Background: an optimization exercise with open tools, aiming at small area, a short achievable clock period and few clock cycles per item. Do not read the settings as production practice. At most, simulation tests tie the RTL to the original design; equivalence was not proved. Power is estimated from default activity; no workload was simulated.

## fft_top
module fft_top (
  input  logic                       clk,
  input  logic                       reset_i,
  input  logic                       in_valid_i,
  output logic                       in_ready_o,
  input  logic [2*(4 + 4)-1:0] in_sample_i,
  output logic                       out_valid_o,
  input  logic                       out_ready_i,
  output logic [2*(4 + 4)-1:0] out_bin_o,
  output logic                       out_last_o
);
Size in the first run: roughly 1,800 cells after synthesis, roughly 39 I/O pins, about 0.019 mm^2 of cells after synthesis.
export LEC_CHECK = 0
export CAP_MARGIN = 20
export CORE_MARGIN = 2
export CORE_UTILIZATION = 40
export SETUP_SLACK_MARGIN = 3.7
export SLEW_MARGIN = 20
create_clock -name core_clock -period 6.0 [get_ports {clk}]
run.sh (not shown) runs the stock make flow with config.mk's settings and CLKGATE_MAP_FILE= SYNTH_SCRIPT=/design/flow/synth_recipe.tcl, a recipe that flattens the netlist after the stock synthesis.
Testbench counts at the start, summed over its fixed seeds: cycles 4,200, frames 512.
Next try:
Settings changed: ABC_AREA set to 1, SETUP_SLACK_MARGIN 3.7 to 3.3.
Outcome: Power came out higher by 2.1%; wire length came out higher by 9.8%; via count came out higher by 14%; die area came out higher by 1.3%; global-route usage came out higher by 1.3 points; setup slack is better by 0.18 ns; count of clock-buffer cells in the layout came out lower by 1; worst hold slack is better by 0.0055 ns; design area came out higher by 1.8%; sequential share of layout area came out lower by 0.68 points.
Next try:
Settings changed: ABC_AREA 1 to not set, SETUP_SLACK_MARGIN 3.3 to not set.
=>
- first-iteration DRC count decreases by 33%
- die area falls by 1.3%
- global-route usage falls by 4.2 points
- register-to-register slack gets worse by 1.3 ns
- worst setup slack is worse by 1.3 ns
- utilization came out lower by 8.7 points
Next try:
Settings changed: ABC_AREA set to 1, SETUP_SLACK_MARGIN set to 3.5.
Result: Clock power is higher by about 6%. Combinational power is higher by 19%. Critical path depth does not change. Count of clock-buffer cells in the layout stays the same. Final cell count is higher by 28%. Global-route usage is higher by 5.1 points. Power is higher by 3.3%. Worst setup slack gets better by 1.4 ns. Via count is higher by 28%. Sequential share of layout area is lower by 9.3 points.

fft_top, a different RTL version from the one above (not shown whole).
Size: about 0.018 mm² of cells after synthesis.
export LEC_CHECK = 0
export ABC_AREA = 1
export CAP_MARGIN = 20
export CORE_MARGIN = 2
export CORE_UTILIZATION = 40
export CTS_CLUSTER_DIAMETER = 100
export CTS_CLUSTER_SIZE = 24
export SETUP_SLACK_MARGIN = 3.4
export SLEW_MARGIN = 20
create_clock -name core_clock -period 6.0 [get_ports {clk}]
standard.sh (not shown) runs the stock make flow with config.mk's settings and CLKGATE_MAP_FILE= SYNTH_SCRIPT=/design/flow/synth_recipe.tcl, a recipe that flattens the netlist after the stock synthesis.
==> flow/flow/run.sh <==
#!/bin/bash
# The standard layout, except that the port buffers are buf_2 cells
# instead of the default delay-buffer cell (smaller and faster).
set -euo pipefail
export BUFFER_PORTS_ARGS="-buffer_cell sky130_fd_sc_hd__buf_2"
export SETUP_MOVE_SEQUENCE="unbuffer,sizeup,swap"
bash standard.sh > standard.log 2>&1
The starting point completed with no timing, DRC or antenna violations.
Testbench counts at the start, summed over its fixed seeds: cycles 4,200, frames 512.
Change:
==> flow/run.sh (new file) <==
#!/bin/bash
# synth_recipe.tcl (not shown) runs the flow's synth.tcl, then flattens the netlist and writes it again
# the make line also repeats each setting of config.mk as NAME=value (left out here)
make -C /OpenROAD-flow-scripts/flow DESIGN_CONFIG=/design/flow/config.mk WORK_HOME=/design/flow/orfs CLKGATE_MAP_FILE= SYNTH_SCRIPT=/design/flow/synth_recipe.tcl finish
- SETUP_SLACK_MARGIN: 3.4 -> 3.0
removed: flow/flow/run.sh
removed: flow/standard.sh
=> The changed run went through all stages and came out clean; via count is lower by 1.1%; global-route usage is lower by 0.88 points; register-to-register slack gains 0.08 ns; die area does not change; core utilization shrinks by 3.4 points; power shrinks by 6.3%; wire length goes down by 3.9%; critical path depth decreases by 4; setup slack improves by 0.082 ns; sequential cell count stays the same; final area came out lower by about 7%.

The RTL this note starts from:
==> flow/design.v <==
`timescale 1ns/1ps
module fft_top (
  input  logic                       clk,
  input  logic                       reset_i,
  input  logic                       in_valid_i,
  output logic                       in_ready_o,
  input  logic [2*(4 + 4)-1:0] in_sample_i,
  output logic                       out_valid_o,
  input  logic                       out_ready_i,
  output logic [2*(4 + 4)-1:0] out_bin_o,
  output logic                       out_last_o
);
  logic [3:0][15:0] d_q, s_q, hi_q;
  logic [15:0]      bk1_q, bk3_q, bk5_q, bk7_q;
  logic [8:0]       z_q;
  logic             c7_q;
  logic [15:0]      out_q;
  logic             out_v_q, out_last_q;
  logic [2:0] fc_q;       
  logic       pa_cur_q;   
  logic [2:0] pa_q;       
  logic       bk_rdy_q;   
  logic [2:0] jc_q;       
  logic [2:0] ob_q;       
  logic       ir_q;       
  logic fire, start, step1, out_acc, ev, jstep;
  assign fire    = in_valid_i && ir_q;
  assign start   = (pa_q == 3'd7) && !bk_rdy_q && (fc_q == 3'd7) && !pa_cur_q;
  assign step1   = (pa_q == 3'd1) && !pa_cur_q;
  assign out_acc = !out_v_q || out_ready_i;
  assign ev      = out_acc && (ob_q[2] || bk_rdy_q);
  assign jstep   = ev && !ob_q[2];
  logic [2:0] fc_n, pa_n, jc_n;
  logic       pa_cur_n, bk_rdy_n, ir_n;
  always_comb begin
    fc_n = fire ? fc_q + 3'd1 : fc_q;
    if (fire && fc_q == 3'd7)
      pa_cur_n = 1'b0;
    else if (start)
      pa_cur_n = 1'b1;
    else
      pa_cur_n = pa_cur_q;
    if (start)
      pa_n = 3'd1;
    else if (step1)
      pa_n = 3'd2;
    else if (pa_q >= 3'd2 && pa_q <= 3'd6)
      pa_n = pa_q + 3'd1;
    else
      pa_n = pa_q;
    if (pa_q == 3'd3)
      bk_rdy_n = 1'b1;
    else if (jstep && ob_q == 3'd3)
      bk_rdy_n = 1'b0;
    else
      bk_rdy_n = bk_rdy_q;
    if (pa_q == 3'd3)
      jc_n = 3'd0;
    else if (jstep)
      jc_n = jc_q + 3'd1;
    else
      jc_n = jc_q;
    case (fc_n)
      3'd0:             ir_n = (pa_n >= 3'd1);
      3'd1, 3'd2, 3'd3: ir_n = (pa_n >= 3'd2);
      3'd4, 3'd5:       ir_n = (pa_n >= 3'd4) && (jc_n >= 3'd1);
      3'd6:             ir_n = (pa_n >= 3'd4) && (jc_n >= 3'd3);
      default:          ir_n = pa_cur_n || (pa_n == 3'd7 && !bk_rdy_n);
    endcase
  end
  always_ff @(posedge clk) begin
    if (reset_i) begin
      fc_q     <= 3'd0;
      pa_cur_q <= 1'b0;
      pa_q     <= 3'd7;
      bk_rdy_q <= 1'b0;
      jc_q     <= 3'd4;
      ob_q     <= 3'd0;
      out_v_q  <= 1'b0;
      ir_q     <= 1'b1;
    end else begin
      fc_q     <= fc_n;
      pa_cur_q <= pa_cur_n;
      pa_q     <= pa_n;
      bk_rdy_q <= bk_rdy_n;
      jc_q     <= jc_n;
      ir_q     <= ir_n;
      if (ev) begin
        ob_q    <= ob_q + 3'd1;
        out_v_q <= 1'b1;
      end else if (out_acc) begin
        out_v_q <= 1'b0;
      end
    end
  end
  assign in_ready_o = ir_q;
  logic [15:0] x_sum, x_dif;
  assign x_sum = {d_q[0][15:8] + in_sample_i[15:8], d_q[0][7:0] + in_sample_i[7:0]};
  assign x_dif = {d_q[0][15:8] - in_sample_i[15:8], d_q[0][7:0] - in_sample_i[7:0]};
  always_ff @(posedge clk) begin
    if (fire) begin
      d_q[0] <= d_q[1];
      d_q[1] <= d_q[2];
      d_q[2] <= d_q[3];
      d_q[3] <= fc_q[2] ? x_dif : in_sample_i;
    end
  end
  logic        w2;
  logic [15:0] opa, opb;
  logic [7:0]  bx, by;
  logic [15:0] s1_lo, s1_hi;
  assign w2  = start || (pa_q == 3'd1);
  assign opa = w2 ? d_q[1] : (pa_q == 3'd2) ? s_q[0] : s_q[1];
  assign opb = w2 ? d_q[3] : (pa_q == 3'd2) ? s_q[2] : s_q[3];
  assign bx  = w2 ? opb[7:0]  : opb[15:8];
  assign by  = w2 ? opb[15:8] : opb[7:0];
  assign s1_lo = {opa[15:8] + bx, w2 ? opa[7:0] - by : opa[7:0] + by};
  assign s1_hi = {opa[15:8] - bx, w2 ? opa[7:0] + by : opa[7:0] - by};
  logic              tw7, tw_nr;
  logic signed [7:0] tw_r, tw_i;
  logic signed [8:0] tw_z;
  logic signed [12:0] tw_m;
  logic [7:0]        tw_f;
  assign tw7   = (pa_q == 3'd4) || (pa_q == 3'd5);
  assign tw_nr = (pa_q == 3'd3) || (pa_q == 3'd4);
  assign tw_r  = tw7 ? bk7_q[15:8] : bk5_q[15:8];
  assign tw_i  = tw7 ? bk7_q[7:0]  : bk5_q[7:0];
  assign tw_z  = tw_nr ? {tw_i[7], tw_i} - {tw_r[7], tw_r} : {tw_i[7], tw_i} + {tw_r[7], tw_r};
  assign tw_m  = {{4{z_q[8]}}, z_q} * 13'd11;
  assign tw_f  = tw_m[11:4];
  always_ff @(posedge clk) begin
    z_q <= tw_z;
    if (pa_q == 3'd6)
      c7_q <= (z_q[3:0] == 4'd0);
  end
  always_ff @(posedge clk) begin
    if (start) begin
      bk1_q <= s1_lo;                               
      bk3_q <= s1_hi;                               
    end
    if (step1) begin
      bk5_q <= s1_lo;                               
      bk7_q <= s1_hi;                               
    end
    if (pa_q == 3'd3) bk5_q[15:8] <= tw_f;          
    if (pa_q == 3'd4) bk5_q[7:0]  <= tw_f;          
    if (pa_q == 3'd5) bk7_q[15:8] <= tw_f;          
    if (pa_q == 3'd6) bk7_q[7:0]  <= tw_f;          
  end
  always_ff @(posedge clk) begin
    if (fire && fc_q[2])
      s_q[fc_q[1:0]] <= x_sum;
    if (pa_q == 3'd2) begin
      s_q[0] <= s1_lo;                              
      s_q[2] <= s1_hi;                              
    end
    if (pa_q == 3'd3) begin
      s_q[1] <= s1_lo;                              
      s_q[3] <= {s1_hi[7:0], s1_hi[15:8]};          
    end
  end
  logic [1:0]  j;
  logic [15:0] pa2, pb2;
  logic        inv, cin_lo, cin_hi;
  logic [7:0]  qy;
  logic [15:0] x_lo, x_hi;
  assign j   = ob_q[1:0];
  always_comb begin
    case (j)
      2'd0:    begin pa2 = s_q[0]; pb2 = s_q[1]; end
      2'd1:    begin pa2 = bk1_q;  pb2 = bk5_q;  end
      2'd2:    begin pa2 = s_q[2]; pb2 = s_q[3]; end
      default: begin pa2 = bk3_q;  pb2 = bk7_q;  end
    endcase
  end
  assign inv    = j[1];
  assign cin_lo = (j == 2'd2) || (j == 2'd3 && c7_q);
  assign cin_hi = !j[1] || (j == 2'd3 && !c7_q);
  assign qy     = pb2[7:0];
  assign x_lo = {pa2[15:8] + pb2[15:8], pa2[7:0] + (inv ? ~qy : qy) + 8'(cin_lo)};
  assign x_hi = {pa2[15:8] - pb2[15:8], pa2[7:0] + (inv ? qy : ~qy) + 8'(cin_hi)};
  always_ff @(posedge clk) begin
    if (ev) begin
      out_q      <= ob_q[2] ? hi_q[0] : x_lo;
      out_last_q <= (ob_q == 3'd7);
      hi_q[0]    <= hi_q[1];
      hi_q[1]    <= hi_q[2];
      hi_q[2]    <= hi_q[3];
      hi_q[3]    <= x_hi;
    end
  end
  assign out_valid_o = out_v_q;
  assign out_bin_o   = out_q;
  assign out_last_o  = out_last_q;
endmodule
Settings: LEC_CHECK=0, CAP_MARGIN=20, CORE_MARGIN=2, CORE_UTILIZATION=40, SLEW_MARGIN=20; clock period 6.0 ns.
run.sh (not shown) runs the stock make flow with config.mk's settings and CLKGATE_MAP_FILE= SYNTH_SCRIPT=/design/flow/synth_recipe.tcl, a recipe that flattens the netlist after the stock synthesis.
Stock flow here: none of the scripts above is used.
The first run passed the timing, design-rule and antenna checks.
Next try:
Settings changed: SETUP_SLACK_MARGIN from default to 3.2.
Outcome: The new run completed with no timing, DRC or antenna violations; global-route usage goes up by 2.8 points; wire length goes up by about a fifth; power goes up by about a fifth.
No run of this note included a check of the RTL's function; only the layout flow was run.

==> port drivers added, routing unchanged <==
In the flow no input, the clock included, has a driving cell. The finished layouts below were timed again as built, in two steps. Step 1, drivers: a clkbuf_16 drives clk and a buf_2 each remaining input, both assumed. Step 2, shift: input delay + t, output delay - t, t = (earliest + latest rising clock arrival at the registers) / 2. This alone moves slack from input paths to output paths. Three values: ideal, step 1, step 2; two values: the first two.
run | shift t [ns] | slack for setup (ns) | clock arrival spread, ns | pins driven straight from the clock port
the first run of note 1 | 0.609 | 2.911 / 2.911 / 2.911 | 0.023 / 0.023 | 1
the second run of note 1 | 0.618 | 3.089 / 3.089 / 2.873 | 0.024 / 0.024 | 1
the third run of note 1 | 0.612 | 1.825 / 1.825 / 1.825 | 0.014 / 0.014 | 1
the fourth run of note 1 | 0.611 | 3.186 / 3.186 / 3.080 | 0.026 / 0.027 | 1
the first run of note 2 | 0.583 | 2.994 / 2.994 / 2.994 | 0.023 / 0.023 | 1
the second run of note 2 | 0.573 | 3.076 / 3.043 / 2.647 | 0.029 / 0.028 | 1
the first run of note 3 | 0.661 | 1.388 / 1.388 / 1.388 | 0.017 / 0.016 | 1
the second run of note 3 | 0.603 | 2.301 / 2.301 / 2.279 | 0.022 / 0.022 | 1
After both steps setup and hold are still met in every run listed. The setup slack of the second run of note 2, which loses most, moves by -0.033 ns with the drivers and by -0.429 ns with both steps.
